What follows belongs to an exercise in optimizing a design on an open flow for small area, a short achievable clock period and few clock cycles; a production flow would make more cautious choices. RTL that was checked went through simulation tests only; none was proved equivalent to the original. Function not checked in runs 1 and 2: the RTL went through the layout flow alone. No activity file was given, so power comes from the tool's default toggle rates.

<file path="flow/run.sh">
#!/bin/bash
# synth_recipe.tcl (not shown) runs the flow's synth.tcl, then flattens the netlist and writes it again
# the make line also repeats each setting of config.mk as NAME=value (left out here)
make -C /OpenROAD-flow-scripts/flow DESIGN_CONFIG=/design/flow/config.mk WORK_HOME=/design/flow/orfs CLKGATE_MAP_FILE= SYNTH_SCRIPT=/design/flow/synth_recipe.tcl finish
</file>
<file path="flow/config.mk">
export PLATFORM = sky130hd
export DESIGN_NAME = infix_to_prefix_converter_unit
export DESIGN_NICKNAME = infix_to_prefix_converter_unit
export VERILOG_FILES = /design/flow/design.v
export SDC_FILE = /design/flow/constraint.sdc
export NUM_CORES = 4
export LEC_CHECK = 0
export CAP_MARGIN = 20
export CORE_MARGIN = 2
export CORE_UTILIZATION = 30
export SETUP_SLACK_MARGIN = 3.0
export SLEW_MARGIN = 20
export TNS_END_PERCENT = 10
</file>
<file path="flow/constraint.sdc">
create_clock -name core_clock -period 6.0 [get_ports {clk_i}]
set_input_delay 1.2000 -clock core_clock [delete_from_list [all_inputs] [get_ports {clk_i}]]
set_output_delay 1.2000 -clock core_clock [all_outputs]
set_load 0.01 [all_outputs]
</file>
<file path="flow/design.v">
module itp_ram (
  input  logic        clk_i,
  input  logic        wea_i,
  input  logic [5:0]  waa_i,
  input  logic [7:0]  wda_i,
  input  logic        web_i,
  input  logic [5:0]  wab_i,
  input  logic [7:0]  wdb_i,
  input  logic [63:0] rsa_i,
  output logic [7:0]  rda_o,
  input  logic [63:0] rsb_i,
  output logic [7:0]  rdb_o
);
  logic [7:0] mem_q [64];
  always_ff @(posedge clk_i) begin
    for (int i = 0; i < 64; i++) begin
      if (wea_i && (waa_i == 6'(i)))      mem_q[i] <= wda_i;
      else if (web_i && (wab_i == 6'(i))) mem_q[i] <= wdb_i;
    end
  end
  always_comb begin
    rda_o = '0;
    rdb_o = '0;
    for (int i = 0; i < 64; i++) begin
      rda_o = rda_o | (mem_q[i] & {8{rsa_i[i]}});
      rdb_o = rdb_o | (mem_q[i] & {8{rsb_i[i]}});
    end
  end
endmodule
module itp_prec_unit (
  input  logic [7:0] c_i,
  output logic       operand_o,
  output logic       open_o,      
  output logic       close_o,     
  output logic       op_o,        
  output logic [2:0] ge_o
);
  assign operand_o = ((c_i >= 8'h61) && (c_i <= 8'h7A)) ||
                     ((c_i >= 8'h41) && (c_i <= 8'h5A)) ||
                     ((c_i >= 8'h30) && (c_i <= 8'h39));
  assign open_o    = (c_i == 8'h29);
  assign close_o   = (c_i == 8'h28);
  assign op_o      = !operand_o && !open_o && !close_o;
  assign ge_o[2] = (c_i == 8'h5E);
  assign ge_o[1] = ge_o[2] || (c_i == 8'h2A) || (c_i == 8'h2F);
  assign ge_o[0] = ge_o[1] || (c_i == 8'h2B) || (c_i == 8'h2D);
endmodule
module infix_to_prefix_converter_unit (
  input  logic       clk_i,
  input  logic       rst_ni,
  input  logic       s_axis_tvalid,
  output logic       s_axis_tready,
  input  logic [7:0] s_axis_tdata,    
  input  logic       s_axis_tlast,
  output logic       m_axis_tvalid,
  input  logic       m_axis_tready,
  output logic [7:0] m_axis_tdata,    
  output logic       m_axis_tlast,
  output logic [1:0] m_axis_tuser     
);
  localparam logic [7:0] CH_CLOSE = 8'h29;
  localparam logic [1:0] STAT_OK       = 2'd0;
  localparam logic [1:0] STAT_OVERFLOW = 2'd1;
  localparam logic [1:0] STAT_UNBAL    = 2'd2;
  localparam int SD = 65;   
  localparam int SW = 17;
  localparam int Y_OPD = 8, Y_OPN = 7, Y_CLS = 6, Y_OP = 5, Y_G3 = 4, Y_G2 = 3, Y_G1 = 2;
  localparam int Y_FIN = 1, Y_OVF = 0;
  function automatic logic [63:0] onehot(input logic [5:0] a);
    onehot = 64'd1 << a;
  endfunction
  logic [6:0] wa_q;        
  logic [6:0] abase_q;     
  logic [6:0] acnt_q;      
  logic       aovf_q;      
  logic [7:0] aprev_q;     
  logic [6:0] used_q;      
  logic [1:0] qa_cnt_q;
  logic [6:0] qa_b_q [2];
  logic [6:0] qa_n_q [2];
  logic       qa_o_q [2];
  logic [7:0] qa_c_q [2];
  logic [7:0] qa_p_q [2];
  logic        b_run_q;
  logic [63:0] rp_q;       
  logic [6:0]  rem_q;      
  logic        finp_q;     
  logic [5:0]  wp_q;       
  logic [6:0]  mcnt_q;     
  logic [6:0]  bend_q;     
  logic          r_v_q;
  logic [7:0]    r_d_q;
  logic          r_fin_q;
  logic          f0_v_q, f1_v_q;
  logic [SW-1:0] f0_q, f1_q;
  logic [7:0] s0_q, s1_q;
  logic [7:0] sdp_q [SD-2];
  logic       pk_push_q, pk_pop_q;
  logic [7:0] pk_d_q;
  logic [6:0] sd_q;
  logic       sd0_q, sd1_q, sd2_q;   
  logic       dd_q;
  logic       s0_opn_q, s1_opn_q;
  logic [2:0] s0_ge_q, s1_ge_q;
  logic [1:0] qc_cnt_q;
  logic       qc_s_q  [2];
  logic [1:0] qc_st_q [2];
  logic [6:0] qc_lo_q [2];
  logic [6:0] qc_hi_q [2];
  logic        c_run_q;
  logic [6:0]  cp_q;       
  logic [63:0] cpo_q;      
  logic [6:0]  cend_q;
  logic       wqa_v_q, wqb_v_q;
  logic [5:0] wqa_a_q, wqb_a_q;
  logic [7:0] wqa_d_q, wqb_d_q;
  logic       ov_q;
  logic [7:0] od_q;
  logic       ol_q;
  logic [1:0] ou_q;
  logic       ram_wea, ram_web;
  logic [7:0] ram_wdb;
  logic [6:0] used_d;
  logic [7:0] ram_rda, ram_rdb;
  itp_ram u_ram (
    .clk_i (clk_i),
    .wea_i (wqa_v_q),
    .waa_i (wqa_a_q),
    .wda_i (wqa_d_q),
    .web_i (wqb_v_q),
    .wab_i (wqb_a_q),
    .wdb_i (wqb_d_q),
    .rsa_i (rp_q),
    .rda_o (ram_rda),
    .rsb_i (cpo_q),
    .rdb_o (ram_rdb)
  );
  logic       a_full;
  logic       s_fire;
  logic       a_rel;
  logic       qa_push, qa_pop;
  logic [6:0] qa_push_n;
  logic [6:0] c_free;
  assign a_full        = aovf_q || acnt_q[6];
  assign s_axis_tready = (qa_cnt_q != 2'd2) && (a_full || !used_q[6]);
  assign s_fire        = s_axis_tvalid && s_axis_tready;
  assign ram_wea       = s_fire && !a_full;
  assign a_rel         = s_fire && s_axis_tlast && a_full;
  assign qa_push       = s_fire && s_axis_tlast;
  assign qa_push_n     = acnt_q + 7'd1;
  always_ff @(posedge clk_i or negedge rst_ni) begin
    if (!rst_ni) begin
      wa_q    <= '0;
      abase_q <= '0;
      acnt_q  <= '0;
      aovf_q  <= 1'b0;
    end else if (s_fire) begin
      if (s_axis_tlast) begin
        acnt_q <= '0;
        aovf_q <= 1'b0;
        if (a_full) begin
          wa_q <= abase_q;           
        end else begin
          wa_q    <= wa_q + 7'd1;
          abase_q <= wa_q + 7'd1;
        end
      end else if (a_full) begin
        aovf_q <= 1'b1;
      end else begin
        wa_q   <= wa_q + 7'd1;
        acnt_q <= acnt_q + 7'd1;
      end
    end
  end
  always_ff @(posedge clk_i) begin
    if (s_fire) aprev_q <= s_axis_tdata;
  end
  always_ff @(posedge clk_i or negedge rst_ni) begin
    if (!rst_ni) begin
      wqa_v_q <= 1'b0;
      wqb_v_q <= 1'b0;
    end else begin
      wqa_v_q <= ram_wea;
      wqb_v_q <= ram_web;
    end
  end
  always_ff @(posedge clk_i) begin
    wqa_a_q <= wa_q[5:0];
    wqa_d_q <= s_axis_tdata;
    wqb_a_q <= wp_q;
    wqb_d_q <= ram_wdb;
  end
  always_ff @(posedge clk_i or negedge rst_ni) begin
    if (!rst_ni) begin
      used_q   <= '0;
      qa_cnt_q <= '0;
    end else begin
      used_q   <= used_d;
      qa_cnt_q <= qa_cnt_q + {1'b0, qa_push} - {1'b0, qa_pop};
    end
  end
  always_ff @(posedge clk_i) begin
    if (qa_pop) begin
      qa_b_q[0] <= qa_b_q[1];
      qa_n_q[0] <= qa_n_q[1];
      qa_o_q[0] <= qa_o_q[1];
      qa_c_q[0] <= qa_c_q[1];
      qa_p_q[0] <= qa_p_q[1];
    end
    if (qa_push) begin
      if ((qa_cnt_q == 2'd0) || ((qa_cnt_q == 2'd1) && qa_pop)) begin
        qa_b_q[0] <= abase_q;
        qa_n_q[0] <= qa_push_n;
        qa_o_q[0] <= a_full;
        qa_c_q[0] <= s_axis_tdata;
        qa_p_q[0] <= aprev_q;
      end else begin
        qa_b_q[1] <= abase_q;
        qa_n_q[1] <= qa_push_n;
        qa_o_q[1] <= a_full;
        qa_c_q[1] <= s_axis_tdata;
        qa_p_q[1] <= aprev_q;
      end
    end
  end
  logic       rc_opd, rc_opn, rc_cls, rc_op;
  logic [2:0] rc_ge;
  logic       lc_opd, lc_opn, lc_cls, lc_op;
  logic [2:0] lc_ge;
  logic       pc_opd, pc_opn, pc_cls, pc_op;
  logic [2:0] pc_ge;
  logic       s2_opd_unused, s2_opn, s2_cls_unused, s2_op_unused;
  logic [2:0] s2_ge;
  itp_prec_unit u_rcls (
    .c_i (r_d_q), .operand_o (rc_opd), .open_o (rc_opn), .close_o (rc_cls), .op_o (rc_op),
    .ge_o (rc_ge)
  );
  itp_prec_unit u_lcls (
    .c_i (qa_c_q[0]), .operand_o (lc_opd), .open_o (lc_opn), .close_o (lc_cls), .op_o (lc_op),
    .ge_o (lc_ge)
  );
  itp_prec_unit u_pcls (
    .c_i (qa_p_q[0]), .operand_o (pc_opd), .open_o (pc_opn), .close_o (pc_cls), .op_o (pc_op),
    .ge_o (pc_ge)
  );
  logic [7:0] s2_d;
  assign s2_d = pk_pop_q ? sdp_q[1] : (pk_push_q ? pk_d_q : sdp_q[0]);
  itp_prec_unit u_scls (
    .c_i (s2_d), .operand_o (s2_opd_unused), .open_o (s2_opn), .close_o (s2_cls_unused),
    .op_o (s2_op_unused), .ge_o (s2_ge)
  );
  logic [SW-1:0] r_sym, lc_sym, pc_sym, fin_sym, ovf_sym;
  assign r_sym   = r_fin_q ? fin_sym
                           : {r_d_q, rc_opd, rc_opn, rc_cls, rc_op, rc_ge, 1'b0, 1'b0};
  assign lc_sym  = {qa_c_q[0], lc_opd, lc_opn, lc_cls, lc_op, lc_ge, 1'b0, 1'b0};
  assign pc_sym  = {qa_p_q[0], pc_opd, pc_opn, pc_cls, pc_op, pc_ge, 1'b0, 1'b0};
  assign fin_sym = {8'h00, 1'b0, 1'b0, 1'b1, 1'b0, 3'b000, 1'b1, 1'b0};
  assign ovf_sym = {8'h00, 1'b0, 1'b0, 1'b0, 1'b0, 3'b000, 1'b0, 1'b1};
  logic       step;
  logic       adv;          
  logic       emit;         
  logic       emit_s;       
  logic       s_push, s_pop, s_repl;
  logic       dd_set, dd_clr;
  logic       fin;
  logic [1:0] fin_st;
  logic       pop0, pop1;
  logic       b_start;
  logic       qc_push, qc_pop;
  logic       qc_push_s;
  logic [1:0] qc_push_st;
  logic [6:0] qc_push_lo, qc_push_hi;
  function automatic logic popc(input logic [2:0] c, input logic [2:0] t);
    popc = c[2] ? t[2] : (t[2] || (t[1] && !c[1]) || (t[0] && !c[0]));
  endfunction
  assign step = b_run_q && f0_v_q && (qc_cnt_q != 2'd2);
  assign pop0 = popc(f0_q[Y_G3:Y_G1], s0_ge_q);
  assign pop1 = popc(f0_q[Y_G3:Y_G1], s1_ge_q);
  always_comb begin
    adv    = 1'b0;
    emit   = 1'b0;
    emit_s = 1'b0;
    s_push = 1'b0;
    s_pop  = 1'b0;
    s_repl = 1'b0;
    dd_set = 1'b0;
    dd_clr = 1'b0;
    fin    = 1'b0;
    fin_st = STAT_OK;
    if (step) begin
      if (f0_q[Y_OVF]) begin
        fin    = 1'b1;
        fin_st = STAT_OVERFLOW;
      end else if (f0_q[Y_OPD]) begin
        emit = 1'b1;
        adv  = 1'b1;
      end else if (f0_q[Y_OPN]) begin
        if (dd_q) begin
          s_repl = 1'b1;
          dd_clr = 1'b1;
        end else begin
          s_push = 1'b1;
        end
        adv = 1'b1;
      end else if (dd_q) begin
        if (f0_q[Y_OP] && !sd1_q && !pop1) begin
          s_repl = 1'b1;
          adv    = 1'b1;
        end else begin
          s_pop = 1'b1;
        end
        dd_clr = 1'b1;
      end else if (sd0_q) begin
        fin    = 1'b1;
        fin_st = STAT_UNBAL;
      end else if (f0_q[Y_CLS]) begin
        if (s0_opn_q) begin
          s_pop = 1'b1;
          adv   = 1'b1;
          if (f0_q[Y_FIN]) begin
            fin    = 1'b1;
            fin_st = sd1_q ? STAT_OK : STAT_UNBAL;
          end
        end else if (s1_opn_q && !sd1_q) begin
          emit   = 1'b1;
          emit_s = 1'b1;
          if (f0_q[Y_FIN]) begin
            fin    = 1'b1;
            fin_st = sd2_q ? STAT_OK : STAT_UNBAL;
          end else begin
            s_pop  = 1'b1;
            adv    = 1'b1;
            dd_set = 1'b1;
          end
        end else begin
          emit   = 1'b1;
          emit_s = 1'b1;
          s_pop  = 1'b1;
        end
      end else if (pop0) begin
        emit   = 1'b1;
        emit_s = 1'b1;
        if (sd1_q || !pop1) begin
          s_repl = 1'b1;
          adv    = 1'b1;
        end else begin
          s_pop = 1'b1;
        end
      end else begin
        s_push = 1'b1;
        adv    = 1'b1;
      end
    end
  end
  assign ram_web = emit;
  assign ram_wdb = emit_s ? s0_q : f0_q[SW-1:SW-8];
  assign b_start    = (!b_run_q || fin) && (qa_cnt_q != 2'd0);
  assign qa_pop     = b_start;
  assign qc_push    = fin;
  assign qc_push_s  = (fin_st != STAT_OK) || ((mcnt_q == '0) && !emit);
  assign qc_push_st = fin_st;
  assign qc_push_lo = bend_q - mcnt_q - {6'd0, emit};
  assign qc_push_hi = bend_q;
  logic          a0_v, a1_v;
  logic [SW-1:0] a0, a1;
  logic          mv;        
  logic          fetch;     
  always_comb begin
    if (adv) begin
      a0_v = f1_v_q;
      a0   = f1_q;
      a1_v = 1'b0;
    end else begin
      a0_v = f0_v_q;
      a0   = f0_q;
      a1_v = f1_v_q;
    end
    a1 = f1_q;
    mv = r_v_q && !a1_v;
    if (mv) begin
      if (!a0_v) begin
        a0_v = 1'b1;
        a0   = r_sym;
      end else begin
        a1_v = 1'b1;
        a1   = r_sym;
      end
    end
    fetch = b_run_q && ((rem_q != '0) || finp_q) && (!r_v_q || mv);
  end
  always_ff @(posedge clk_i or negedge rst_ni) begin
    if (!rst_ni) begin
      b_run_q <= 1'b0;
      rem_q   <= '0;
      finp_q  <= 1'b0;
      r_v_q   <= 1'b0;
      f0_v_q  <= 1'b0;
      f1_v_q  <= 1'b0;
      sd_q    <= '0;
      sd0_q   <= 1'b1;
      sd1_q   <= 1'b0;
      sd2_q   <= 1'b0;
      dd_q    <= 1'b0;
      mcnt_q  <= '0;
    end else if (b_start) begin
      b_run_q <= 1'b1;
      rem_q   <= (qa_o_q[0] || (qa_n_q[0] == 7'd1)) ? 7'd0 : (qa_n_q[0] - 7'd2);
      finp_q  <= !qa_o_q[0] && (qa_n_q[0] != 7'd1);
      r_v_q   <= 1'b0;
      f0_v_q  <= 1'b1;
      f1_v_q  <= !qa_o_q[0];
      sd_q    <= 7'd1;
      sd0_q   <= 1'b0;
      sd1_q   <= 1'b1;
      sd2_q   <= 1'b0;
      dd_q    <= 1'b0;
      mcnt_q  <= '0;
    end else begin
      if (fin) b_run_q <= 1'b0;
      if (fetch) begin
        if (rem_q != '0) rem_q  <= rem_q - 7'd1;
        else             finp_q <= 1'b0;
      end
      r_v_q  <= (fetch || (r_v_q && !mv)) && !fin;
      f0_v_q <= a0_v && !fin;
      f1_v_q <= a1_v && !fin;
      if (s_push) begin
        sd_q  <= sd_q + 7'd1;
        sd0_q <= 1'b0;
        sd1_q <= sd0_q;
        sd2_q <= sd1_q;
      end else if (s_pop) begin
        sd_q  <= sd_q - 7'd1;
        sd0_q <= sd1_q;
        sd1_q <= sd2_q;
        sd2_q <= (sd_q == 7'd3);
      end
      if (dd_set)      dd_q <= 1'b1;
      else if (dd_clr) dd_q <= 1'b0;
      if (emit) mcnt_q <= mcnt_q + 7'd1;
    end
  end
  always_ff @(posedge clk_i) begin
    if (b_start) begin
      rp_q   <= onehot(6'(qa_b_q[0] + qa_n_q[0] - 7'd3));
      wp_q   <= 6'(qa_b_q[0] + qa_n_q[0] - 7'd1);
      bend_q <= qa_o_q[0] ? qa_b_q[0] : (qa_b_q[0] + qa_n_q[0]);
      f0_q   <= qa_o_q[0] ? ovf_sym : lc_sym;
      f1_q   <= (qa_n_q[0] == 7'd1) ? fin_sym : pc_sym;
    end else begin
      if (fetch && (rem_q != '0)) rp_q <= {rp_q[0], rp_q[63:1]};
      if (emit) wp_q <= wp_q - 6'd1;
      f0_q <= a0;
      f1_q <= a1;
    end
    if (fetch) begin
      r_d_q   <= ram_rda;
      r_fin_q <= (rem_q == '0);
    end
  end
  always_ff @(posedge clk_i) begin
    if (b_start) begin
      s0_q     <= CH_CLOSE;
      s0_opn_q <= 1'b1;
      s0_ge_q  <= 3'b000;
    end else if (s_push) begin
      s0_q     <= f0_q[SW-1:SW-8];
      s0_opn_q <= f0_q[Y_OPN];
      s0_ge_q  <= f0_q[Y_G3:Y_G1];
      s1_q     <= s0_q;
      s1_opn_q <= s0_opn_q;
      s1_ge_q  <= s0_ge_q;
    end else if (s_pop) begin
      s0_q     <= s1_q;
      s0_opn_q <= s1_opn_q;
      s0_ge_q  <= s1_ge_q;
      s1_q     <= s2_d;
      s1_opn_q <= s2_opn;
      s1_ge_q  <= s2_ge;
    end else if (s_repl) begin
      s0_q     <= f0_q[SW-1:SW-8];
      s0_opn_q <= f0_q[Y_OPN];
      s0_ge_q  <= f0_q[Y_G3:Y_G1];
    end
    pk_d_q <= s1_q;
    if (pk_push_q) begin
      for (int i = SD - 3; i > 0; i--) sdp_q[i] <= sdp_q[i-1];
      sdp_q[0] <= pk_d_q;
    end else if (pk_pop_q) begin
      for (int i = 0; i < SD - 3; i++) sdp_q[i] <= sdp_q[i+1];
    end
  end
  always_ff @(posedge clk_i or negedge rst_ni) begin
    if (!rst_ni) begin
      pk_push_q <= 1'b0;
      pk_pop_q  <= 1'b0;
    end else begin
      pk_push_q <= s_push && !b_start;
      pk_pop_q  <= s_pop && !b_start;
    end
  end
  always_ff @(posedge clk_i or negedge rst_ni) begin
    if (!rst_ni) begin
      qc_cnt_q <= '0;
    end else begin
      qc_cnt_q <= qc_cnt_q + {1'b0, qc_push} - {1'b0, qc_pop};
    end
  end
  always_ff @(posedge clk_i) begin
    if (qc_pop) begin
      qc_s_q[0]  <= qc_s_q[1];
      qc_st_q[0] <= qc_st_q[1];
      qc_lo_q[0] <= qc_lo_q[1];
      qc_hi_q[0] <= qc_hi_q[1];
    end
    if (qc_push) begin
      if ((qc_cnt_q == 2'd0) || ((qc_cnt_q == 2'd1) && qc_pop)) begin
        qc_s_q[0]  <= qc_push_s;
        qc_st_q[0] <= qc_push_st;
        qc_lo_q[0] <= qc_push_lo;
        qc_hi_q[0] <= qc_push_hi;
      end else begin
        qc_s_q[1]  <= qc_push_s;
        qc_st_q[1] <= qc_push_st;
        qc_lo_q[1] <= qc_push_lo;
        qc_hi_q[1] <= qc_push_hi;
      end
    end
  end
  logic       out_free;
  logic       load_out;
  logic [7:0] lo_d;
  logic       lo_l;
  logic [1:0] lo_u;
  logic       c_last;
  assign out_free = !ov_q || m_axis_tready;
  assign c_last   = ((cp_q + 7'd1) == cend_q);
  assign qc_pop   = !c_run_q && (qc_cnt_q != 2'd0) && (!qc_s_q[0] || out_free);
  assign load_out = out_free && (c_run_q || (!c_run_q && (qc_cnt_q != 2'd0) && qc_s_q[0]));
  assign lo_d     = c_run_q ? ram_rdb : 8'h00;
  assign lo_l     = c_run_q ? c_last : 1'b1;
  assign lo_u     = c_run_q ? STAT_OK : qc_st_q[0];
  always_comb begin
    if (c_run_q)     c_free = {6'd0, out_free};
    else if (qc_pop) c_free = (qc_s_q[0] ? qc_hi_q[0] : qc_lo_q[0]) - cp_q;
    else             c_free = '0;
  end
  logic [6:0] cf0, cf1, u0, u1;
  assign cf0 = c_run_q ? 7'd0 :
               (((qc_cnt_q != 2'd0) && !qc_s_q[0]) ? (qc_lo_q[0] - cp_q) : 7'd0);
  assign cf1 = c_run_q ? 7'd1 :
               ((qc_cnt_q != 2'd0) ? ((qc_s_q[0] ? qc_hi_q[0] : qc_lo_q[0]) - cp_q) : 7'd0);
  always_comb begin
    u0 = ram_wea ? (used_q - cf0 + 7'd1) : (used_q - cf0);
    u1 = ram_wea ? (used_q - cf1 + 7'd1) : (used_q - cf1);
    used_d = out_free ? u1 : u0;
    if (a_rel) used_d[6] = !used_d[6];
  end
  always_ff @(posedge clk_i or negedge rst_ni) begin
    if (!rst_ni) begin
      c_run_q <= 1'b0;
      cp_q    <= '0;
      ov_q    <= 1'b0;
    end else begin
      if (c_run_q) begin
        if (out_free) begin
          cp_q <= cp_q + 7'd1;
          if (c_last) c_run_q <= 1'b0;
        end
      end else if (qc_pop) begin
        if (qc_s_q[0]) begin
          cp_q <= qc_hi_q[0];
        end else begin
          cp_q    <= qc_lo_q[0];
          c_run_q <= 1'b1;
        end
      end
      if (load_out)           ov_q <= 1'b1;
      else if (m_axis_tready) ov_q <= 1'b0;
    end
  end
  always_ff @(posedge clk_i) begin
    if (c_run_q) begin
      if (out_free) cpo_q <= {cpo_q[62:0], cpo_q[63]};
    end else if (qc_pop) begin
      cpo_q <= onehot(qc_lo_q[0][5:0]);
    end
    if (qc_pop && !qc_s_q[0]) cend_q <= qc_hi_q[0];
    if (load_out) begin
      od_q <= lo_d;
      ol_q <= lo_l;
      ou_q <= lo_u;
    end
  end
  assign m_axis_tvalid = ov_q;
  assign m_axis_tdata  = od_q;
  assign m_axis_tlast  = ol_q;
  assign m_axis_tuser  = ou_q;
endmodule
</file>
==> results of run 1 <==
## power breakdown
part	internal [W]	leakage (nW)	switching [W]	total (W)
registers	0.0142	12.3	0.00224	0.0164
logic	0.00604	10.2	0.0112	0.0172
clock network	0.00607	2.73	0.00464	0.0107
## layout make-up
type / instances / area, sq um / area share
flip-flops and latches: 1457 / 42300 / 0.517
multi-input cells: 3158 / 26900 / 0.329
clock buffers: 213 / 4540 / 0.0554
well taps: 3132 / 3920 / 0.0479
repair buffers: 307 / 2560 / 0.0313
clock inverters: 100 / 1160 / 0.0142
inverters: 77 / 323 / 0.00394
diodes: 33 / 82.6 / 0.00101
repair inverters: 2 / 13.8 / 0.000168
## layer usage
layer	vias to the layer above	part of all wire
met3	1003	0.11
met5	-	0.00063
met2	3384	0.41
met1	26600	0.39
li1	20300	-
met4	20	0.086
## stage by stage
step,total power [W],hold slack [ps],worst slack [ps],util
finish,0.0444,314,2160,0.352
global route,0.0457,321,1930,0.351
CTS,0.0437,280,2110,0.350
detailed placement,0.0322,357,1280,0.322
global placement,0.0321,355,1130,0.322
floorplan,0.0253,343,856,-
## cell usage in the layout, fill, tap and decap left out, drive strengths merged, types with 92 or more instances in the layout
cell	count
mux2	1030
nand4	92
o21ai	246
a221oi	204
a22oi	115
clkbuf	213
nor2	133
a21oi	94
dfxtp	113
a22o	276
edfxtp	1268
buf	282
nand2	304
## timing repair
| action | CTS | global route |
|---|---|---|
| pin swaps | 26 | 21 |
| gates cloned | 4 | 0 |
| setup buffers | 40 | 10 |
| endpoints found under the setup margin | 796 | 868 |
| resized for setup | 126 | 26 |
## state kept, by name, summed over array words and instances, names as in the netlist, 8 cells and up
| signal | cells |
|---|---|
| pk_d_q | 8 |
| qa_b_q | 14 |
| s1_q | 8 |
| od_q | 8 |
| qa_c_q | 16 |
| cpo_q | 64 |
| aprev_q | 8 |
| u_ram.mem_q | 512 |
| wqa_d_q | 8 |
| s0_q | 8 |
| qa_p_q | 16 |
| wqb_d_q | 8 |
| qa_n_q | 14 |
| f0_q | 17 |
| f1_q | 16 |
| qc_lo_q | 14 |
| rp_q | 64 |
| sdp_q | 504 |
| qc_hi_q | 14 |
| r_d_q | 8 |
## cells by family after synthesis
family          share of synthesized area
flops                               0.601
buf+inv                            0.0275
compound gates                      0.114
fa+ha+maj                          0.0126
xor+xnor                           0.0102
simple gates                       0.0566
mux                                 0.178
## critical path, stage by stage, from the launching register on
cell and delay (ps):
dfxtp_4 400, mux2i_2 260, ha_2 210, inv_2 50, fa_2 520, nand2_1 90, fa_2 410, a211oi_2 300
o21bai_1 160, a311oi_4 390, and4_4 290, buf_6 100, nor4_2 50, a2111oi_4 310, nand4_1 130
## worst min-delay path by stage
stage / from / end
after floorplan: s1_q[1] / pk_d_q[1]
after global placement: s1_q[4] / pk_d_q[4]
after detailed placement: s1_q[4] / pk_d_q[4]
after CTS: rst_ni / wa_q[0]
after global routing: rst_ni / acnt_q[5]
final: rst_ni / wa_q[0]
==> impl_metrics.yaml, run 1 <==
global_routing:
  globalRouteMet2Util: 0.414
  grtUsageTotal: 0.290
  grt_pass1_vias: 48600
  met3_usage: 0.107
  overflow: 0
  antenna_found_initial: 52
  grt.busiest_layer: "met2"
  grt_max_degree: 196
  met1_usage: 0.358
  grt_pass1_wl_mm: 461
floorplan:
  dieArea_sq_um: 238000
  ios: 26
  die-width_microns: 488
  die_y_microns: 488
  fp.coreArea_sq_um: 233000
  start_util: 0.302
  rows: 177
clocking:
  clock_path_buffers: 3
  clkSinkCount: 1457
  root_buffer: "clkbuf_16"
  htree_levels: 4
  numCtsBuffers: 169
  cts-hold-fix-buffers: 0
  path_clk_slew_ps: 60
  cts_tree: "done"
  worst_skew_pair.late_latency_ps: 870
worst_setup_path:
  cp-end-kind: "flip-flop"
  path_class: "reg -> reg"
  ff2ff_setup_slack_ps: 2160
  worstPathMaxFanout: 5
  crit_path_start: "qc_s_q[0]"
  endpoint: "used_q[6]"
  cp.required_ps: 6680
  worst_setup_path_start_kind: "flip-flop"
  cp.arrival_ps: 4520
  r2r_end: "used_q[6]"
  reg2reg_depth: 14
  regToRegStartpoint: "qc_s_q[0]"
synthesis:
  synth_edf_count: 1268
  ys_warn_count: 23
  synth_largest_area_cell: "edfxtp_1"
  seq_area_frac_synth: 0.601
  ys_ff_latch: 1457
  synth_most_common_cell: "edfxtp_1"
  ys_async_sr_fraction: 0.0522
  synth.area.top_cells: "edfxtp_1, mux2_2, a22o_1, dfxtp_1, dfrtp_1"
  synth_fp_nets: 5182
  yosysTopAreaCellShare: 0.542
  synth_top_flop_cell: "edfxtp_1"
  syn_area_sq_um: 70200
  syn_avg_cell_area_sq_um: 13.8
  synthCells: 5103
  synth.distinct_cells: 99
  synthTopCellsByCount: "edfxtp_1, mux2_2, clkbuf_1"
sta:
  finalWorstPathRequiredPeriod_ps: 3840
  hold_viol: 0
  relSlewSlack: 0.128
  max_freq_mhz: 260
  post-route-period-util: 0.640
  drv_slew: 0
  setup-tns-final_ps: 0
  worst_slew_pin_slew_ps: 1310
  worst_clock_skew_ps: 64.9
  setup_viol_count_final: 0
  grt_setup_unrepaired: "yes"
outcome:
  status: "finished clean"
placed_design:
  place_congestion: 1.09
  dp.cells: 8076
  port_buffers: 25
  place_area_sq_um: 74900
  dp_hpwl_mm: 253
detailed_routing:
  drt_first_pass_iters: 6
  drt_iter0_drc: 7059
  routed_via_density: 6.05
  wl_per_cell_microns: 41.5
  vias: 51300
  drc: 0
  ant_nets: 0
  wl_mm: 352
cells_and_area:
  fillers: 22400
  drive_gt1_frac: 0.338
  final_cells: 8479
  area_delta_synth_final_pct: 16.5
  design_area_sq_um: 81800
  fin_nets: 5251
run:
  cap_violations: 0
pwr:
  p_per_area_nw_per_um2: 542
  leakagePower_nw: 25.3
  max-vdd-ir-drop_v: 0.000416
hold_path:
  hold_path.class: "in -> async"
==> run 2, diff against run 1 <==
--- a/flow/design.v
+++ b/flow/design.v
@@ -90,2 +90,4 @@
   logic [6:0]  bend_q;     
+  logic [6:0]  blen_q;     
+  logic [6:0]  gap_q;      
   logic          r_v_q;
@@ -109,2 +111,3 @@
   logic [6:0] qc_hi_q [2];
+  logic [6:0] qc_fr_q [2];    
   logic        c_run_q;
@@ -142,3 +145,2 @@
   logic [6:0] qa_push_n;
-  logic [6:0] c_free;
   assign a_full        = aovf_q || acnt_q[6];
@@ -271,3 +273,4 @@
   logic [1:0] qc_push_st;
-  logic [6:0] qc_push_lo, qc_push_hi;
+  logic [6:0] qc_push_lo, qc_push_hi, qc_push_fr;
+  logic [6:0] bend_m1, gap_m1;
   function automatic logic popc(input logic [2:0] c, input logic [2:0] t);
@@ -275,3 +278,3 @@
   endfunction
-  assign step = b_run_q && f0_v_q && (qc_cnt_q != 2'd2);
+  assign step = f0_v_q && !qc_cnt_q[1];    
   assign pop0 = popc(f0_q[Y_G3:Y_G1], s0_ge_q);
@@ -361,4 +364,7 @@
   assign qc_push_st = fin_st;
-  assign qc_push_lo = bend_q - mcnt_q - {6'd0, emit};
+  assign bend_m1    = bend_q - mcnt_q - 7'd1;
+  assign gap_m1     = gap_q - 7'd1;
+  assign qc_push_lo = emit ? bend_m1 : (bend_q - mcnt_q);
   assign qc_push_hi = bend_q;
+  assign qc_push_fr = qc_push_s ? blen_q : (emit ? gap_m1 : gap_q);
   logic          a0_v, a1_v;
@@ -445,2 +451,4 @@
       rp_q   <= onehot(6'(qa_b_q[0] + qa_n_q[0] - 7'd3));
+      blen_q <= qa_o_q[0] ? 7'd0 : qa_n_q[0];
+      gap_q  <= qa_n_q[0];
       wp_q   <= 6'(qa_b_q[0] + qa_n_q[0] - 7'd1);
@@ -452,2 +460,3 @@
       if (emit) wp_q <= wp_q - 6'd1;
+      if (emit) gap_q <= gap_m1;
       f0_q <= a0;
@@ -514,2 +523,3 @@
       qc_hi_q[0] <= qc_hi_q[1];
+      qc_fr_q[0] <= qc_fr_q[1];
     end
@@ -521,2 +531,3 @@
         qc_hi_q[0] <= qc_push_hi;
+        qc_fr_q[0] <= qc_push_fr;
       end else begin
@@ -526,2 +537,3 @@
         qc_hi_q[1] <= qc_push_hi;
+        qc_fr_q[1] <= qc_push_fr;
       end
@@ -542,16 +554,12 @@
   assign lo_u     = c_run_q ? STAT_OK : qc_st_q[0];
+  logic [6:0] cf0, cf1, u0, u1, u0p, u1p;
+  assign cf0 = (!c_run_q && (qc_cnt_q != 2'd0) && !qc_s_q[0]) ? qc_fr_q[0] : 7'd0;
+  assign cf1 = c_run_q ? 7'd1 : ((qc_cnt_q != 2'd0) ? qc_fr_q[0] : 7'd0);
+  assign u0  = used_q - cf0;
+  assign u1  = used_q - cf1;
+  assign u0p = used_q - cf0 + 7'd1;
+  assign u1p = used_q - cf1 + 7'd1;
   always_comb begin
-    if (c_run_q)     c_free = {6'd0, out_free};
-    else if (qc_pop) c_free = (qc_s_q[0] ? qc_hi_q[0] : qc_lo_q[0]) - cp_q;
-    else             c_free = '0;
-  end
-  logic [6:0] cf0, cf1, u0, u1;
-  assign cf0 = c_run_q ? 7'd0 :
-               (((qc_cnt_q != 2'd0) && !qc_s_q[0]) ? (qc_lo_q[0] - cp_q) : 7'd0);
-  assign cf1 = c_run_q ? 7'd1 :
-               ((qc_cnt_q != 2'd0) ? ((qc_s_q[0] ? qc_hi_q[0] : qc_lo_q[0]) - cp_q) : 7'd0);
-  always_comb begin
-    u0 = ram_wea ? (used_q - cf0 + 7'd1) : (used_q - cf0);
-    u1 = ram_wea ? (used_q - cf1 + 7'd1) : (used_q - cf1);
-    used_d = out_free ? u1 : u0;
+    if (out_free) used_d = ram_wea ? u1p : u1;
+    else          used_d = ram_wea ? u0p : u0;
     if (a_rel) used_d[6] = !used_d[6];
==> run 2 against run 1 <==
  * Global-route usage down 1.1 points
  * Via count up 0.19%
  * Hold slack better by 41 ps
  * Die area up 0.88%
  * Largest cell class unchanged
==> impl_metrics.yaml, run 2 <==
floorplan:
  rows: 178
  die-width_microns: 490
  start_util: 0.302
  die_y_microns: 490
  ios: 26
  fp.coreArea_sq_um: 235000
  dieArea_sq_um: 240000
sta:
  whs_ps: 356
  max_freq_mhz: 274
  setup-tns-final_ps: 0
  finalWorstPathRequiredPeriod_ps: 3640
  post-route-period-util: 0.607
  worst_slew_pin_slew_ps: 1330
  hold_viol: 0
  relSlewSlack: 0.115
  setup_viol_count_final: 0
  worst_clock_skew_ps: 59.2
  drv_slew: 0
  fin_ws_ps: 2360
  grt_setup_unrepaired: "yes"
synthesis:
  synth-compound-area-share: 0.114
  synth-xor-area-share: 0.0112
  synth.area.top_cells: "edfxtp_1, mux2_2, a22o_1, dfxtp_1, a221oi_1"
  ys_warn_count: 25
  muxShareOfSynthArea: 0.176
  seq_area_frac_synth: 0.606
  synth_edf_count: 1282
  ys_ff_latch: 1485
  synth_most_common_cell: "edfxtp_1"
  synthTopCellsByCount: "edfxtp_1, mux2_2, clkbuf_1"
  syn_area_sq_um: 70900
  ys_async_sr_fraction: 0.0512
  yosys.area_share.simple: 0.0578
  yosysTopAreaCellShare: 0.543
  synth_fp_nets: 5223
  synth_fa_ha_area_frac: 0.00953
  synth_largest_area_cell: "edfxtp_1"
  synth_top_flop_cell: "edfxtp_1"
  synth.distinct_cells: 82
  syn_avg_cell_area_sq_um: 13.7
  synthCells: 5159
  synth_top_family_by_area: "multiplexers"
global_routing:
  overflow: 0
  antenna_found_initial: 52
  grtUsageTotal: 0.279
  grt_max_degree: 186
  grt_pass1_wl_mm: 454
  grt_pass1_vias: 48200
placed_design:
  place_area_sq_um: 75400
  dp_hpwl_mm: 249
  port_buffers: 25
  place_congestion: 1.09
  pre_cts_ws_ps: 1670
detailed_routing:
  wl_per_cell_microns: 40.7
  routed_via_density: 6.07
  drt_iter0_drc: 7853
  ant_nets: 0
  drt_first_pass_iters: 8
  wl_mm: 345
  drc: 0
  vias: 51400
worst_setup_path:
  ff2ff_setup_slack_ps: 2360
  path_cells: "a22o_1 > a221oi_1 > nand4_1 > or4_1"
  cp_slowest_cell: "or4_1"
  cp.arrival_ps: 4150
  regToRegStartpoint: "rp_q[17]"
  cp.required_ps: 6510
  reg2reg_depth: 4
  worst_setup_path_start_kind: "flip-flop"
  r2r_end: "r_d_q[0]"
  worstPathMaxFanout: 5
  cp_slowest_stage_delay_ps: 860
  cp-end-kind: "flip-flop"
  path_class: "reg -> reg"
pwr:
  max-vdd-ir-drop_v: 0.000496
  p_per_area_nw_per_um2: 546
  leakagePower_nw: 24.9
clocking:
  cts-hold-fix-buffers: 0
  numCtsBuffers: 170
  root_buffer: "clkbuf_16"
  clock_path_buffers: 3
  path_clk_slew_ps: 60
  worst_skew_pair.late_latency_ps: 880
  cts_tree: "done"
  htree_levels: 4
  clkSinkCount: 1485
cells_and_area:
  fillers: 22700
  design_area_sq_um: 81700
  reg_top3: "u_ram.mem_q x512, sdp_q x504"
  drive_gt1_frac: 0.312
  layout_common_cells: "edfxtp_1, mux2_2, a22o_1, nand2_1, a221oi_1"
  largest_reg_flops: 512
  fin_nets: 5225
  largest-register: "u_ram.mem_q"
  area_delta_synth_final_pct: 15.2
  final_common_cell: "edfxtp_1"
run:
  cap_violations: 0
hold_path:
  hold_path.class: "in -> async"
outcome:
  status: "finished clean"
[run 2: cell count changes in the layout (fill, tap and decap cells not counted), sizes merged, moves of 13 or more]
| cell | before | now |
|---|---|---|
| a221oi | 204 | 220 |
| dfxtp | 113 | 127 |
| a32oi | 13 | 0 |
| buf | 282 | 226 |
| nor3 | 62 | 41 |
| a22o | 276 | 317 |
| o21ai | 246 | 193 |
| nand3 | 57 | 76 |
| nand2 | 304 | 317 |
| edfxtp | 1268 | 1282 |
| nor2 | 133 | 176 |
| a22oi | 115 | 81 |
| nand4 | 92 | 75 |
| diode | 33 | 20 |
[run 2: logic make-up (layout without fill, tap and decap cells)]
family / count (synthesis) / after routing
XOR/XNOR: 91 / 91
AND/OR/NAND/NOR: 851 / 851
AO/OA/AOI/OAI: 1076 / 1077
flip-flops: 1485 / 1485
buffers and inverters: 492 / 633
other: 0 / 20
adder cells (fa/ha/maj): 51 / 51
multiplexers: 1113 / 1113
[run 2: repair_timing]
item | 4_1_cts | 5_1_grt
hold endpoints to repair | 0 | 0
setup endpoints to repair | 563 | 581
cloned | 2 | 0
setup buffers | 9 | 5
resized for setup | 46 | 24
pin swaps | 5 | 9
[run 2: final cells by class]
class | count | area (sq um) | area share
timing repair buffer | 250 | 2050 | 0.0251
clock inverter | 94 | 1230 | 0.0151
clock buffer | 218 | 4530 | 0.0554
multi-input combinational | 3183 | 26600 | 0.325
inverter | 70 | 269 | 0.00329
sequential | 1485 | 43000 | 0.527
timing repair inverter | 1 | 5.00 | 0.0000613
tap | 3150 | 3940 | 0.0483
antenna | 20 | 50.0 | 0.000613
[run 2: worst max-delay path by stage]
stage / from / to / slack [ps] / cells past startpoint
after CTS: m_axis_tready / cpo_q[38] / 2550 / 10
after floorplan: pk_push_q / sdp_q[0][0] / 830 / 5
final: rp_q[17] / r_d_q[0] / 2360 / 4
after detailed placement: m_axis_tready / cpo_q[42] / 1670 / 10
after global placement: f0_v_q / r_d_q[3] / 1330 / 4
after global routing: c_run_q / used_q[6] / 2500 / 14
[run 2: power by group]
group | switching [W] | internal, W | total [W]
logic | 0.0109 | 0.00569 | 0.0166
clock network | 0.00470 | 0.00611 | 0.0108
registers | 0.00270 | 0.0145 | 0.0172
total | 0.0183 | 0.0263 | 0.0446
[run 2: per-layer routing]
layer / vias to the layer above / track usage / wire length [microns] / part of all wire
met4: 26 / 0.183 / 27600 / 0.080
met1: 26400 / 0.360 / 138000 / 0.40
li1: 20300 / - / - / -
met3: 991 / 0.104 / 40100 / 0.12
met5: - / 0 / 195 / 0.00057
met2: 3664 / 0.387 / 139000 / 0.40
[run 2: critical path: cells and delay by family (launching register included)]
family             cells  cell delay (ps)
AOI/OAI and AO/OA      2             1340
DFF                    1              770
and+or+nand+nor        2             1160
[run 2: metrics by stage]
stage / std cells / total power [W] / utilization
2_1_floorplan: 5159 / 0.0259 / -
6_report: 8471 / 0.0446 / 0.348
3_5_place_dp: 8120 / 0.0329 / 0.321
3_3_place_gp: 8114 / 0.0327 / 0.320
5_1_grt: 8453 / 0.0458 / 0.347
4_1_cts: 8443 / 0.0440 / 0.347
==> run 3, diff against run 2 <==
--- a/flow/design.v
+++ b/flow/design.v
@@ -90,4 +90,2 @@
   logic [6:0]  bend_q;     
-  logic [6:0]  blen_q;     
-  logic [6:0]  gap_q;      
   logic          r_v_q;
@@ -97,6 +95,3 @@
   logic [SW-1:0] f0_q, f1_q;
-  logic [7:0] s0_q, s1_q;
-  logic [7:0] sdp_q [SD-2];
-  logic       pk_push_q, pk_pop_q;
-  logic [7:0] pk_d_q;
+  logic [7:0] s_q [SD];
   logic [6:0] sd_q;
@@ -111,3 +106,2 @@
   logic [6:0] qc_hi_q [2];
-  logic [6:0] qc_fr_q [2];    
   logic        c_run_q;
@@ -116,5 +110,2 @@
   logic [6:0]  cend_q;
-  logic       wqa_v_q, wqb_v_q;
-  logic [5:0] wqa_a_q, wqb_a_q;
-  logic [7:0] wqa_d_q, wqb_d_q;
   logic       ov_q;
@@ -125,3 +116,2 @@
   logic [7:0] ram_wdb;
-  logic [6:0] used_d;
   logic [7:0] ram_rda, ram_rdb;
@@ -129,8 +119,8 @@
     .clk_i (clk_i),
-    .wea_i (wqa_v_q),
-    .waa_i (wqa_a_q),
-    .wda_i (wqa_d_q),
-    .web_i (wqb_v_q),
-    .wab_i (wqb_a_q),
-    .wdb_i (wqb_d_q),
+    .wea_i (ram_wea),
+    .waa_i (wa_q[5:0]),
+    .wda_i (s_axis_tdata),
+    .web_i (ram_web),
+    .wab_i (wp_q),
+    .wdb_i (ram_wdb),
     .rsa_i (rp_q),
@@ -145,2 +135,3 @@
   logic [6:0] qa_push_n;
+  logic [6:0] c_free;
   assign a_full        = aovf_q || acnt_q[6];
@@ -181,17 +172,2 @@
     if (!rst_ni) begin
-      wqa_v_q <= 1'b0;
-      wqb_v_q <= 1'b0;
-    end else begin
-      wqa_v_q <= ram_wea;
-      wqb_v_q <= ram_web;
-    end
-  end
-  always_ff @(posedge clk_i) begin
-    wqa_a_q <= wa_q[5:0];
-    wqa_d_q <= s_axis_tdata;
-    wqb_a_q <= wp_q;
-    wqb_d_q <= ram_wdb;
-  end
-  always_ff @(posedge clk_i or negedge rst_ni) begin
-    if (!rst_ni) begin
       used_q   <= '0;
@@ -199,3 +175,3 @@
     end else begin
-      used_q   <= used_d;
+      used_q   <= used_q + {6'd0, ram_wea} - (a_rel ? 7'd64 : 7'd0) - c_free;
       qa_cnt_q <= qa_cnt_q + {1'b0, qa_push} - {1'b0, qa_pop};
@@ -247,6 +223,4 @@
   );
-  logic [7:0] s2_d;
-  assign s2_d = pk_pop_q ? sdp_q[1] : (pk_push_q ? pk_d_q : sdp_q[0]);
   itp_prec_unit u_scls (
-    .c_i (s2_d), .operand_o (s2_opd_unused), .open_o (s2_opn), .close_o (s2_cls_unused),
+    .c_i (s_q[2]), .operand_o (s2_opd_unused), .open_o (s2_opn), .close_o (s2_cls_unused),
     .op_o (s2_op_unused), .ge_o (s2_ge)
@@ -273,4 +247,3 @@
   logic [1:0] qc_push_st;
-  logic [6:0] qc_push_lo, qc_push_hi, qc_push_fr;
-  logic [6:0] bend_m1, gap_m1;
+  logic [6:0] qc_push_lo, qc_push_hi;
   function automatic logic popc(input logic [2:0] c, input logic [2:0] t);
@@ -278,3 +251,3 @@
   endfunction
-  assign step = f0_v_q && !qc_cnt_q[1];    
+  assign step = b_run_q && f0_v_q && (qc_cnt_q != 2'd2);
   assign pop0 = popc(f0_q[Y_G3:Y_G1], s0_ge_q);
@@ -358,3 +331,3 @@
   assign ram_web = emit;
-  assign ram_wdb = emit_s ? s0_q : f0_q[SW-1:SW-8];
+  assign ram_wdb = emit_s ? s_q[0] : f0_q[SW-1:SW-8];
   assign b_start    = (!b_run_q || fin) && (qa_cnt_q != 2'd0);
@@ -364,7 +337,4 @@
   assign qc_push_st = fin_st;
-  assign bend_m1    = bend_q - mcnt_q - 7'd1;
-  assign gap_m1     = gap_q - 7'd1;
-  assign qc_push_lo = emit ? bend_m1 : (bend_q - mcnt_q);
+  assign qc_push_lo = bend_q - mcnt_q - {6'd0, emit};
   assign qc_push_hi = bend_q;
-  assign qc_push_fr = qc_push_s ? blen_q : (emit ? gap_m1 : gap_q);
   logic          a0_v, a1_v;
@@ -451,4 +421,2 @@
       rp_q   <= onehot(6'(qa_b_q[0] + qa_n_q[0] - 7'd3));
-      blen_q <= qa_o_q[0] ? 7'd0 : qa_n_q[0];
-      gap_q  <= qa_n_q[0];
       wp_q   <= 6'(qa_b_q[0] + qa_n_q[0] - 7'd1);
@@ -460,3 +428,2 @@
       if (emit) wp_q <= wp_q - 6'd1;
-      if (emit) gap_q <= gap_m1;
       f0_q <= a0;
@@ -471,3 +438,3 @@
     if (b_start) begin
-      s0_q     <= CH_CLOSE;
+      s_q[0]   <= CH_CLOSE;
       s0_opn_q <= 1'b1;
@@ -475,6 +442,6 @@
     end else if (s_push) begin
-      s0_q     <= f0_q[SW-1:SW-8];
+      for (int i = SD - 1; i > 0; i--) s_q[i] <= s_q[i-1];
+      s_q[0]   <= f0_q[SW-1:SW-8];
       s0_opn_q <= f0_q[Y_OPN];
       s0_ge_q  <= f0_q[Y_G3:Y_G1];
-      s1_q     <= s0_q;
       s1_opn_q <= s0_opn_q;
@@ -482,6 +449,5 @@
     end else if (s_pop) begin
-      s0_q     <= s1_q;
+      for (int i = 0; i < SD - 1; i++) s_q[i] <= s_q[i+1];
       s0_opn_q <= s1_opn_q;
       s0_ge_q  <= s1_ge_q;
-      s1_q     <= s2_d;
       s1_opn_q <= s2_opn;
@@ -489,3 +455,3 @@
     end else if (s_repl) begin
-      s0_q     <= f0_q[SW-1:SW-8];
+      s_q[0]   <= f0_q[SW-1:SW-8];
       s0_opn_q <= f0_q[Y_OPN];
@@ -493,18 +459,2 @@
     end
-    pk_d_q <= s1_q;
-    if (pk_push_q) begin
-      for (int i = SD - 3; i > 0; i--) sdp_q[i] <= sdp_q[i-1];
-      sdp_q[0] <= pk_d_q;
-    end else if (pk_pop_q) begin
-      for (int i = 0; i < SD - 3; i++) sdp_q[i] <= sdp_q[i+1];
-    end
-  end
-  always_ff @(posedge clk_i or negedge rst_ni) begin
-    if (!rst_ni) begin
-      pk_push_q <= 1'b0;
-      pk_pop_q  <= 1'b0;
-    end else begin
-      pk_push_q <= s_push && !b_start;
-      pk_pop_q  <= s_pop && !b_start;
-    end
   end
@@ -523,3 +473,2 @@
       qc_hi_q[0] <= qc_hi_q[1];
-      qc_fr_q[0] <= qc_fr_q[1];
     end
@@ -531,3 +480,2 @@
         qc_hi_q[0] <= qc_push_hi;
-        qc_fr_q[0] <= qc_push_fr;
       end else begin
@@ -537,3 +485,2 @@
         qc_hi_q[1] <= qc_push_hi;
-        qc_fr_q[1] <= qc_push_fr;
       end
@@ -554,13 +501,6 @@
   assign lo_u     = c_run_q ? STAT_OK : qc_st_q[0];
-  logic [6:0] cf0, cf1, u0, u1, u0p, u1p;
-  assign cf0 = (!c_run_q && (qc_cnt_q != 2'd0) && !qc_s_q[0]) ? qc_fr_q[0] : 7'd0;
-  assign cf1 = c_run_q ? 7'd1 : ((qc_cnt_q != 2'd0) ? qc_fr_q[0] : 7'd0);
-  assign u0  = used_q - cf0;
-  assign u1  = used_q - cf1;
-  assign u0p = used_q - cf0 + 7'd1;
-  assign u1p = used_q - cf1 + 7'd1;
   always_comb begin
-    if (out_free) used_d = ram_wea ? u1p : u1;
-    else          used_d = ram_wea ? u0p : u0;
-    if (a_rel) used_d[6] = !used_d[6];
+    if (c_run_q)     c_free = {6'd0, out_free};
+    else if (qc_pop) c_free = (qc_s_q[0] ? qc_hi_q[0] : qc_lo_q[0]) - cp_q;
+    else             c_free = '0;
   end
==> run 3 against run 2 <==
  * Area after synthesis decreased by 1.7%
  * Clock-buffer cell count decreased by 11
  * Non-clock buffer count up 96
  * Final cell count rose by 12%
  * First-iteration DRC count grew 2.9%
  * Global-route usage is 2.7 points higher
  * Synthesized cell count increased by 23%
  * Clock skew up 7.5 ps
  * Sequential cell count fell by 68
  * Combinational power up 51%
  * Fmax rose by 3.6%
==> impl_metrics.yaml, run 3 <==
worst_setup_path:
  cp.arrival_ps: 3990
  cp-end-kind: "flip-flop"
  critPathTopFamily: "simple AND/OR/NAND/NOR gates"
  regToRegStartpoint: "u_ram.mem_q[33][3]"
  cp.depth: 5
  reg2reg_depth: 5
  cp.required_ps: 6470
  cp_slowest_cell: "nor3_1"
  endpoint: "od_q[3]"
  path_buf_inv: 0
  worstPathMaxFanout: 2
  crit_path_start: "u_ram.mem_q[33][3]"
  worst_setup_path_start_kind: "flip-flop"
  path_cells: "a22o_1 > a221oi_1 > nand4_1 > nor3_1 > a21oi_1"
  cp_slowest_stage_delay_ps: 990
  path_class: "reg -> reg"
  r2r_end: "od_q[3]"
  ff2ff_setup_slack_ps: 2480
synthesis:
  syn_avg_cell_area_sq_um: 11.0
  seq_area_frac_synth: 0.594
  ys_warn_count: 23
  ys_async_sr_fraction: 0.0508
  synth.distinct_cells: 99
  yosysTopAreaCellShare: 0.546
  ys_ff_latch: 1417
  synth_edf_count: 1268
  synthTopCellsByCount: "nand2_1, edfxtp_1, clkbuf_1"
  synthCells: 6322
  syn_area_sq_um: 69700
  synth_most_common_cell: "nand2_1"
  synth_fp_nets: 6407
  synth_top_flop_cell: "edfxtp_1"
  synth.area.top_cells: "edfxtp_1, nand2_1, mux2_2, a22o_1, a221oi_1"
  synth_largest_area_cell: "edfxtp_1"
clocking:
  clkSinkCount: 1417
  worst_skew_pair.late_latency_ps: 870
  numCtsBuffers: 163
  path_clk_slew_ps: 60
  clock_path_buffers: 3
  htree_levels: 4
  cts-hold-fix-buffers: 0
  cts_tree: "done"
  root_buffer: "clkbuf_16"
global_routing:
  antenna_found_initial: 72
  grt_pass1_wl_mm: 487
  globalRouteMet2Util: 0.440
  grt.busiest_layer: "met2"
  overflow: 0
  met3_usage: 0.0996
  grt_pass1_vias: 52900
  grt_max_degree: 263
  grtUsageTotal: 0.306
  met1_usage: 0.385
placed_design:
  port_buffers: 25
  pre_cts_ws_ps: 1490
  dp.cells: 9109
  place_congestion: 1.11
  dp_hpwl_mm: 271
floorplan:
  start_util: 0.302
  dieArea_sq_um: 236000
  fp.coreArea_sq_um: 231000
  die_y_microns: 486
  die-width_microns: 486
  rows: 176
  ios: 26
sta:
  setup_viol_count_final: 0
  drv_slew: 0
  post-route-period-util: 0.586
  max_freq_mhz: 284
  worst_clock_skew_ps: 66.7
  fin_ws_ps: 2480
  grt_setup_unrepaired: "yes"
  finalWorstPathRequiredPeriod_ps: 3520
  hold_viol: 0
  whs_ps: 172
  relSlewSlack: 0.0685
  worst_slew_pin_slew_ps: 1400
pwr:
  switching_share: 0.437
  power_w: 0.0549
  combPwrFrac: 0.454
  p_int_w: 0.0310
  sequentialPowerShare: 0.356
  clkPwrFrac: 0.190
  leakagePower_nw: 29.9
  p_per_area_nw_per_um2: 676
  power.switching_w: 0.0240
  max-vdd-ir-drop_v: 0.000678
detailed_routing:
  drt_first_pass_iters: 9
  ant_nets: 0
  routed_via_density: 6.00
  drc: 0
  vias: 57100
  wl_mm: 371
  wl_per_cell_microns: 39.0
  drt_iter0_drc: 8082
cells_and_area:
  final_util: 0.353
  final_common_cell: "nand2_1"
  largest-register: "s_q"
  drive_gt1_frac: 0.173
  fin_nets: 6402
  largest_reg_flops: 520
  reg_top3: "s_q x520, u_ram.mem_q x512"
  final_cells: 9509
  area_delta_synth_final_pct: 16.7
  layout_common_cells: "nand2_1, edfxtp_1, a21oi_1, buf_4, mux2_2"
outcome:
  status: "finished clean"
run:
  cap_violations: 0
hold_path:
  hold_path.class: "in -> async"
run 3: cells by family after synthesis:
| kind of cell | Yosys count | share of synthesized area |
|---|---|---|
| mux | 342 | 0.0541 |
| xor+xnor | 70 | 0.00900 |
| flops | 1417 | 0.594 |
| fa+ha+maj | 72 | 0.0137 |
| buf+inv | 623 | 0.0373 |
| simple gates | 2487 | 0.156 |
| compound gates | 1311 | 0.136 |
run 3: worst min-delay path by stage:
stage / from / cells past startpoint / endpoint
after detailed placement: aprev_q[5] / 0 / qa_p_q[1][5]
final: rst_ni / 1 / cp_q[4]
after floorplan: qc_hi_q[0][1] / 0 / cend_q[1]
after global placement: s_q[63][7] / 0 / s_q[64][7]
after global routing: rst_ni / 1 / cp_q[2]
after CTS: rst_ni / 1 / cp_q[4]
run 3: what timing repair did:
action | in CTS | in global routing
resized for setup | 131 | 111
pin swaps | 20 | 23
endpoints found under the setup margin | 2245 | 1776
setup buffers | 41 | 15
endpoints found under the hold margin | 0 | 0
gates cloned | 9 | 2
run 3: worst register-to-register path, delay by kind of cell (launching register included):
family | cells | cell delay [ps]
AND/OR/NAND/NOR | 2 | 1340
AO/OA/AOI/OAI | 3 | 1180
flip-flops | 1 | 600
run 3: final cells by class:
type	count	area [sq um]
antenna	33	82.6
clock buffer	207	4330
clock inverter	91	1180
fill	22600	149000
inverter	104	445
multi-input combinational	4285	26800
sequential	1417	41500
tap	3026	3790
timing repair buffer	346	3220
run 3: layer usage:
metal	up-vias	wire, microns	share of wire
li1	23300	-	-
met5	-	299	0.00081
met4	26	31200	0.084
met3	1021	40000	0.11
met1	29100	144000	0.39
met2	3620	156000	0.42
run 3: stage by stage:
| stage | instance area, sq um | setup TNS, ps |
|---|---|---|
| floorplan | 69700 | -2250810 |
| global placement | 73700 | 0 |
| detailed placement | 73800 | 0 |
| CTS | 80500 | 0 |
| global route | 81200 | 0 |
| finish | 81300 | 0 |
run 3: power groups by stage:
stage	clock (W)	sequential, W	combinational (W)
floorplan	0	0.0173	0.0133
global placement	0	0.0196	0.0222
detailed placement	0	0.0197	0.0227
CTS	0.0106	0.0195	0.0238
global route	0.0109	0.0199	0.0263
finish	0.0104	0.0196	0.0250
Testbench counts of run 3, summed over its fixed seeds: cycles 8,142.

afterwards: timing with drivers on the ports:
Ports are ideal in the flow. The routed layouts listed here were re-timed in OpenROAD.
Step 1, drivers: a clkbuf_16 drives clk_i and a buf_2 each remaining input, both assumed.
Step 2, shift: input delay + t, output delay - t, t = (earliest + latest rising clock arrival at the registers) / 2. This alone moves slack from input paths to output paths.
Slacks: ideal / step 1 / step 2; pairs: ideal / step 1.
| run | t (ns) | slack for setup (ns) | worst hold slack (ns) | worst register clock-pin slew, ns | worst slew at a driven data input, ns |
|---|---|---|---|---|---|
| run 1 | 0.940 | 2.157 / 2.157 / 2.070 | 0.314 / 0.235 / 0.372 | 0.07 / 0.07 | 0.08 |
| run 2 | 0.945 | 2.357 / 2.357 / 1.907 | 0.356 / 0.293 / 0.381 | 0.07 / 0.07 | 0.07 |
| run 3 | 0.933 | 2.484 / 2.484 / 1.847 | 0.172 / 0.106 / 0.445 | 0.07 / 0.07 | 0.07 |
After both steps every run listed still meets setup and hold. The setup slack of run 3, which loses most, moves by 0.000 ns with the drivers and by -0.637 ns with both steps.
